Context: an optimization exercise on an open-source flow, tuned for small area and a short achievable clock period. The choices shown serve that exercise and are no tape-out recipe.
RTL that was checked went through simulation tests only; none was proved equivalent to the original.

red:
==> module to_host_channel, before the edit <==
module to_host_channel
#(
  parameter int WIDTH = 32,
  parameter int DEPTH = 16
) (
  input  logic             ap_clk,
  input  logic             rst_n,
  input  logic             open_ctrl,
  input  logic             open_nx,     
  input  logic [WIDTH-1:0] in_data,
  input  logic             in_valid,
  output logic             in_ready,
  input  logic             pop,         
  output logic [WIDTH-1:0] pf_data,     
  output logic             pf_ne,       
  output logic             open
);
  logic [3:0]            wr_ptr;
  logic [15:0]           rd_sel;        
  logic [4:0]            count, count_nx;
  logic                  ready_q, ne_q, full_q, one_q, last_q;
  logic                  do_push, do_pop;
  logic                  ne_nx, full_nx;
  logic [WIDTH-1:0]      rd_data;
  logic [OPEN_DELAY-1:0] open_pipe;
  assign in_ready = ready_q;
  assign do_push  = in_valid && ready_q;
  assign do_pop   = pop && ne_q;
  stream_fifo #(.WIDTH(WIDTH), .DEPTH(16), .PTR_W(4)) u_mem (
    .ap_clk, .wr_en(!full_q), .wr_ptr, .wr_data(in_data), .rd_sel, .rd_data
  );
  assign ne_nx   = open_ctrl && (do_push || (ne_q && !(one_q && do_pop)));
  assign full_nx = open_ctrl && ((full_q && !do_pop) || (last_q && do_push && !do_pop));
  always_ff @(posedge ap_clk)
  begin
    if (!rst_n || !open_ctrl)
    begin
      wr_ptr <= '0;
      rd_sel <= 16'd1;
    end
    else
    begin
      if (do_push) wr_ptr <= wr_ptr + 1'b1;
      if (do_pop)  rd_sel <= {rd_sel[14:0], rd_sel[15]};
    end
  end
  always_ff @(posedge ap_clk)
  begin
    if (!rst_n)
    begin
      ne_q    <= 1'b0;
      full_q  <= 1'b0;
      ready_q <= 1'b0;
    end
    else
    begin
      ne_q    <= ne_nx;
      full_q  <= full_nx;
      ready_q <= open_nx && !full_nx;
    end
  end
  always_comb
  begin
    count_nx = count;
    if (!open_ctrl)
      count_nx = '0;
    else if (do_push && !do_pop)
      count_nx = count + 1'b1;
    else if (!do_push && do_pop)
      count_nx = count - 1'b1;
  end
  always_ff @(posedge ap_clk)
  begin
    if (!rst_n)
    begin
      count  <= '0;
      one_q  <= 1'b0;
      last_q <= 1'b0;
    end
    else
    begin
      count  <= count_nx;
      one_q  <= (count_nx == 5'd1);
      last_q <= (count_nx == 5'd15);
    end
  end
  assign pf_ne   = open_ctrl && (ne_q || in_valid);
  assign pf_data = !open_ctrl ? '0 : ne_q ? rd_data : (in_valid ? in_data : '0);
  always_ff @(posedge ap_clk)
  begin
    if (!rst_n)
      open_pipe <= '0;
    else
      open_pipe <= {open_pipe[OPEN_DELAY-2:0], open_ctrl};
  end
  assign open = open_pipe[OPEN_DELAY-1];
endmodule
==> module from_host_channel, before the edit <==
module from_host_channel
#(
  parameter int WIDTH = 32,
  parameter int DEPTH = 16
) (
  input  logic             ap_clk,
  input  logic             rst_n,
  input  logic             open_ctrl,
  input  logic             push,        
  input  logic [WIDTH-1:0] push_data,
  output logic             pf_full,     
  output logic [WIDTH-1:0] out_data,
  output logic             out_valid,
  input  logic             out_ready,
  output logic             open
);
  logic [3:0]            wr_ptr;
  logic [14:0]           rd_sel;        
  logic [4:0]            count, count_nx;
  logic                  valid_q, full_q, one_q, last_q;
  logic                  do_push, do_pop, ring_push, ring_pop, head_in, head_pop, head_hold;
  logic                  valid_nx, full_nx;
  logic [WIDTH-1:0]      head, ring_data;
  logic [OPEN_DELAY-1:0] open_pipe;
  function automatic logic [3:0] ring_next(input logic [3:0] p);
    ring_next = (p == 4'd14) ? 4'd0 : p + 1'b1;
  endfunction
  assign out_valid = valid_q;
  assign out_data  = head;
  assign pf_full   = !open_ctrl || (full_q && !out_ready);
  assign do_push   = push && open_ctrl && !full_q;
  assign do_pop    = valid_q && out_ready;
  assign ring_pop  = do_pop && valid_q && !one_q;
  assign ring_push = do_push && valid_q && !(one_q && do_pop);
  assign head_in   = !valid_q || (one_q && do_pop);
  stream_fifo #(.WIDTH(WIDTH), .DEPTH(15), .PTR_W(4)) u_mem (
    .ap_clk, .wr_en(!full_q), .wr_ptr, .wr_data(push_data), .rd_sel, .rd_data(ring_data)
  );
  assign valid_nx = open_ctrl && (do_push || (valid_q && !(one_q && do_pop)));
  assign full_nx  = open_ctrl && ((full_q && !do_pop) || (last_q && do_push && !do_pop));
  always_ff @(posedge ap_clk)
  begin
    if (!rst_n || !open_ctrl)
    begin
      wr_ptr <= '0;
      rd_sel <= 15'd1;
    end
    else
    begin
      if (ring_push) wr_ptr <= ring_next(wr_ptr);
      if (ring_pop)  rd_sel <= {rd_sel[13:0], rd_sel[14]};
    end
  end
  always_ff @(posedge ap_clk)
  begin
    if (!rst_n)
    begin
      valid_q <= 1'b0;
      full_q  <= 1'b0;
    end
    else
    begin
      valid_q <= valid_nx;
      full_q  <= full_nx;
    end
  end
  always_comb
  begin
    count_nx = count;
    if (!open_ctrl)
      count_nx = '0;
    else if (do_push && !do_pop)
      count_nx = count + 1'b1;
    else if (!do_push && do_pop)
      count_nx = count - 1'b1;
  end
  always_ff @(posedge ap_clk)
  begin
    if (!rst_n)
    begin
      count  <= '0;
      one_q  <= 1'b0;
      last_q <= 1'b0;
    end
    else
    begin
      count  <= count_nx;
      one_q  <= (count_nx == 5'd1);
      last_q <= (count_nx == 5'd15);
    end
  end
  assign head_pop  = !head_in && do_pop;
  assign head_hold = !head_in && !do_pop;
  always_ff @(posedge ap_clk)
    head <= ({WIDTH{head_in}} & push_data) | ({WIDTH{head_pop}} & ring_data)
          | ({WIDTH{head_hold}} & head);
  always_ff @(posedge ap_clk)
  begin
    if (!rst_n)
      open_pipe <= '0;
    else
      open_pipe <= {open_pipe[OPEN_DELAY-2:0], open_ctrl};
  end
  assign open = open_pipe[OPEN_DELAY-1];
endmodule
export LEC_CHECK = 0
export CAP_MARGIN = 20
export CORE_MARGIN = 2
export CORE_UTILIZATION = 72
export SETUP_SLACK_MARGIN = 2.2
export SLEW_MARGIN = 20
create_clock -name core_clock -period 4.0 [get_ports {ap_clk}]
standard.sh (not shown) runs the stock make flow with config.mk's settings and CLKGATE_MAP_FILE= SYNTH_SCRIPT=/design/flow/synth_recipe.tcl, a recipe that flattens the netlist after the stock synthesis.
==> flow/flow/run.sh <==
#!/bin/bash
# The standard layout (standard.sh) with two changes:
# - port buffers inserted before global placement are plain buffers (buf_2)
#   instead of ORFS's default pick, a delay cell that timing repair can only
#   swap for other delay cells;
# - clock tree sink clusters of up to 24 flip-flops.
export BUFFER_PORTS_ARGS="-buffer_cell sky130_fd_sc_hd__buf_2"
export CTS_ARGS="-sink_clustering_enable -repair_clock_nets -root_buf sky130_fd_sc_hd__clkbuf_16 -buf_list sky130_fd_sc_hd__clkbuf_16 -sink_clustering_buffer sky130_fd_sc_hd__clkbuf_16 -sink_clustering_size 24 -sink_clustering_max_diameter 80"
bash standard.sh > standard.log 2>&1
red completed end to end with timing, DRC and antenna clean.
Relative to red, the following input files were edited for blue:
==> flow/design.v, changed modules only <==
module to_host_channel
#(
  parameter int WIDTH = 32,
  parameter int DEPTH = 16
) (
  input  logic             ap_clk,
  input  logic             rst_n,
  input  logic             open_ctrl,
  input  logic             open_nx,     
  input  logic [WIDTH-1:0] in_data,
  input  logic             in_valid,
  output logic             in_ready,
  input  logic             pop,         
  output logic [WIDTH-1:0] pf_data,     
  output logic             pf_ne,       
  output logic             open
);
  logic [3:0]            wr_ptr;
  logic [15:0]           rd_sel;        
  logic [4:0]            count, count_nx;
  logic                  ready_q, ne_q, full_q, one_q, last_q;
  logic                  do_push, do_pop;
  logic                  ne_nx, full_nx;
  logic                  pf_mem, pf_in;
  logic [WIDTH-1:0]      rd_data;
  logic [OPEN_DELAY-1:0] open_pipe;
  assign in_ready = ready_q;
  assign do_push  = in_valid && ready_q;
  assign do_pop   = pop && ne_q;
  stream_fifo #(.WIDTH(WIDTH), .DEPTH(16), .PTR_W(4)) u_mem (
    .ap_clk, .wr_en(!full_q), .wr_ptr, .wr_data(in_data), .rd_sel(rd_sel & {16{pf_mem}}), .rd_data
  );
  assign ne_nx   = open_ctrl && (do_push || (ne_q && !(one_q && do_pop)));
  assign full_nx = open_ctrl && ((full_q && !do_pop) || (last_q && do_push && !do_pop));
  always_ff @(posedge ap_clk)
  begin
    if (!rst_n || !open_ctrl)
    begin
      wr_ptr <= '0;
      rd_sel <= 16'd1;
    end
    else
    begin
      if (do_push) wr_ptr <= wr_ptr + 1'b1;
      if (do_pop)  rd_sel <= {rd_sel[14:0], rd_sel[15]};
    end
  end
  always_ff @(posedge ap_clk)
  begin
    if (!rst_n)
    begin
      ne_q    <= 1'b0;
      full_q  <= 1'b0;
      ready_q <= 1'b0;
    end
    else
    begin
      ne_q    <= ne_nx;
      full_q  <= full_nx;
      ready_q <= open_nx && !full_nx;
    end
  end
  always_comb
  begin
    count_nx = count;
    if (!open_ctrl)
      count_nx = '0;
    else if (do_push && !do_pop)
      count_nx = count + 1'b1;
    else if (!do_push && do_pop)
      count_nx = count - 1'b1;
  end
  always_ff @(posedge ap_clk)
  begin
    if (!rst_n)
    begin
      count  <= '0;
      one_q  <= 1'b0;
      last_q <= 1'b0;
    end
    else
    begin
      count  <= count_nx;
      one_q  <= (count_nx == 5'd1);
      last_q <= (count_nx == 5'd15);
    end
  end
  assign pf_ne   = open_ctrl && (ne_q || in_valid);
  assign pf_mem  = open_ctrl && ne_q;
  assign pf_in   = open_ctrl && !ne_q && in_valid;
  assign pf_data = rd_data | ({WIDTH{pf_in}} & in_data);
  always_ff @(posedge ap_clk)
  begin
    if (!rst_n)
      open_pipe <= '0;
    else
      open_pipe <= {open_pipe[OPEN_DELAY-2:0], open_ctrl};
  end
  assign open = open_pipe[OPEN_DELAY-1];
endmodule
module from_host_channel
#(
  parameter int WIDTH = 32,
  parameter int DEPTH = 16
) (
  input  logic             ap_clk,
  input  logic             rst_n,
  input  logic             open_ctrl,
  input  logic             push,        
  input  logic [WIDTH-1:0] push_data,
  output logic             pf_full,     
  output logic [WIDTH-1:0] out_data,
  output logic             out_valid,
  input  logic             out_ready,
  output logic             open
);
  logic [3:0]            wr_ptr;
  logic [14:0]           rd_sel;        
  logic [4:0]            count, count_nx;
  logic                  valid_q, full_q, one_q, last_q;
  logic                  do_push, do_pop, ring_push, ring_pop, head_in, head_pop, head_hold;
  logic                  valid_nx, full_nx;
  logic [WIDTH-1:0]      head, ring_data;
  logic [OPEN_DELAY-1:0] open_pipe;
  function automatic logic [3:0] ring_next(input logic [3:0] p);
    ring_next = (p == 4'd14) ? 4'd0 : p + 1'b1;
  endfunction
  assign out_valid = valid_q;
  assign out_data  = head;
  assign pf_full   = !open_ctrl || (full_q && !out_ready);
  assign do_push   = push && open_ctrl && !full_q;
  assign do_pop    = valid_q && out_ready;
  assign ring_pop  = do_pop && valid_q && !one_q;
  assign ring_push = do_push && valid_q && !(one_q && do_pop);
  assign head_in   = !valid_q || (one_q && do_pop);
  stream_fifo #(.WIDTH(WIDTH), .DEPTH(15), .PTR_W(4)) u_mem (
    .ap_clk, .wr_en(!full_q), .wr_ptr, .wr_data(push_data), .rd_sel(rd_sel & {15{head_pop}}),
    .rd_data(ring_data)
  );
  assign valid_nx = open_ctrl && (do_push || (valid_q && !(one_q && do_pop)));
  assign full_nx  = open_ctrl && ((full_q && !do_pop) || (last_q && do_push && !do_pop));
  always_ff @(posedge ap_clk)
  begin
    if (!rst_n || !open_ctrl)
    begin
      wr_ptr <= '0;
      rd_sel <= 15'd1;
    end
    else
    begin
      if (ring_push) wr_ptr <= ring_next(wr_ptr);
      if (ring_pop)  rd_sel <= {rd_sel[13:0], rd_sel[14]};
    end
  end
  always_ff @(posedge ap_clk)
  begin
    if (!rst_n)
    begin
      valid_q <= 1'b0;
      full_q  <= 1'b0;
    end
    else
    begin
      valid_q <= valid_nx;
      full_q  <= full_nx;
    end
  end
  always_comb
  begin
    count_nx = count;
    if (!open_ctrl)
      count_nx = '0;
    else if (do_push && !do_pop)
      count_nx = count + 1'b1;
    else if (!do_push && do_pop)
      count_nx = count - 1'b1;
  end
  always_ff @(posedge ap_clk)
  begin
    if (!rst_n)
    begin
      count  <= '0;
      one_q  <= 1'b0;
      last_q <= 1'b0;
    end
    else
    begin
      count  <= count_nx;
      one_q  <= (count_nx == 5'd1);
      last_q <= (count_nx == 5'd15);
    end
  end
  assign head_pop  = !head_in && do_pop;
  assign head_hold = !head_in && !do_pop;
  always_ff @(posedge ap_clk)
    head <= ({WIDTH{head_in}} & push_data) | ring_data
          | ({WIDTH{head_hold}} & head);
  always_ff @(posedge ap_clk)
  begin
    if (!rst_n)
      open_pipe <= '0;
    else
      open_pipe <= {open_pipe[OPEN_DELAY-2:0], open_ctrl};
  end
  assign open = open_pipe[OPEN_DELAY-1];
endmodule
[summary]
blue went all the way through synthesis, placement and routing and the layout is clean on timing, DRC and antenna.
Going from red to blue, total met3 wirelength after detailed routing grew by more than 10%.
In the metrics for blue and red, the one carrying the higher global routing met3 resource utilization is blue.
Summary of the comparison: clock period minus final worst setup slack is higher in blue, relative to red.
Delta (blue minus red): non-clock buffer area fraction after layout shows an increase of 2.3 points; post-synth design cell area now sits at about the same level; required time of the worst setup path went up by 0.24 ns.
The RTL of blue was laid out without a check of its function.

==> what the ideal ports hide <==
Ports are ideal in the flow. The routed layouts listed here were re-timed in OpenROAD.
Step 1 sets driving cells, clkbuf_16 on the clock port and buf_2 on the other inputs (assumed; they add their load-dependent delay and slew).
Step 2 adds t to the input delays and takes it off the output delays; t is the mean of the earliest and latest rising clock arrival at the registers after step 1. Input paths then give back, and output paths get back, about the clock's delay inside the block.
Three values: ideal, step 1, step 2; two values: the first two.
| run | shift t [ns] | setup slack, ns | worst setup path after step 2 | worst register clock-pin slew, ns | cell pins on the clock port's net |
|---|---|---|---|---|---|
| red | 0.720 | 2.026 / 1.965 / 1.563 | input to register | 0.10 / 0.10 | 1 |
| blue | 0.726 | 1.914 / 1.914 / 1.329 | input to register | 0.10 / 0.10 | 1 |
After both steps every run listed still meets setup and hold. The setup slack of blue, which loses most, moves by 0.000 ns with the drivers and by -0.585 ns with both steps.
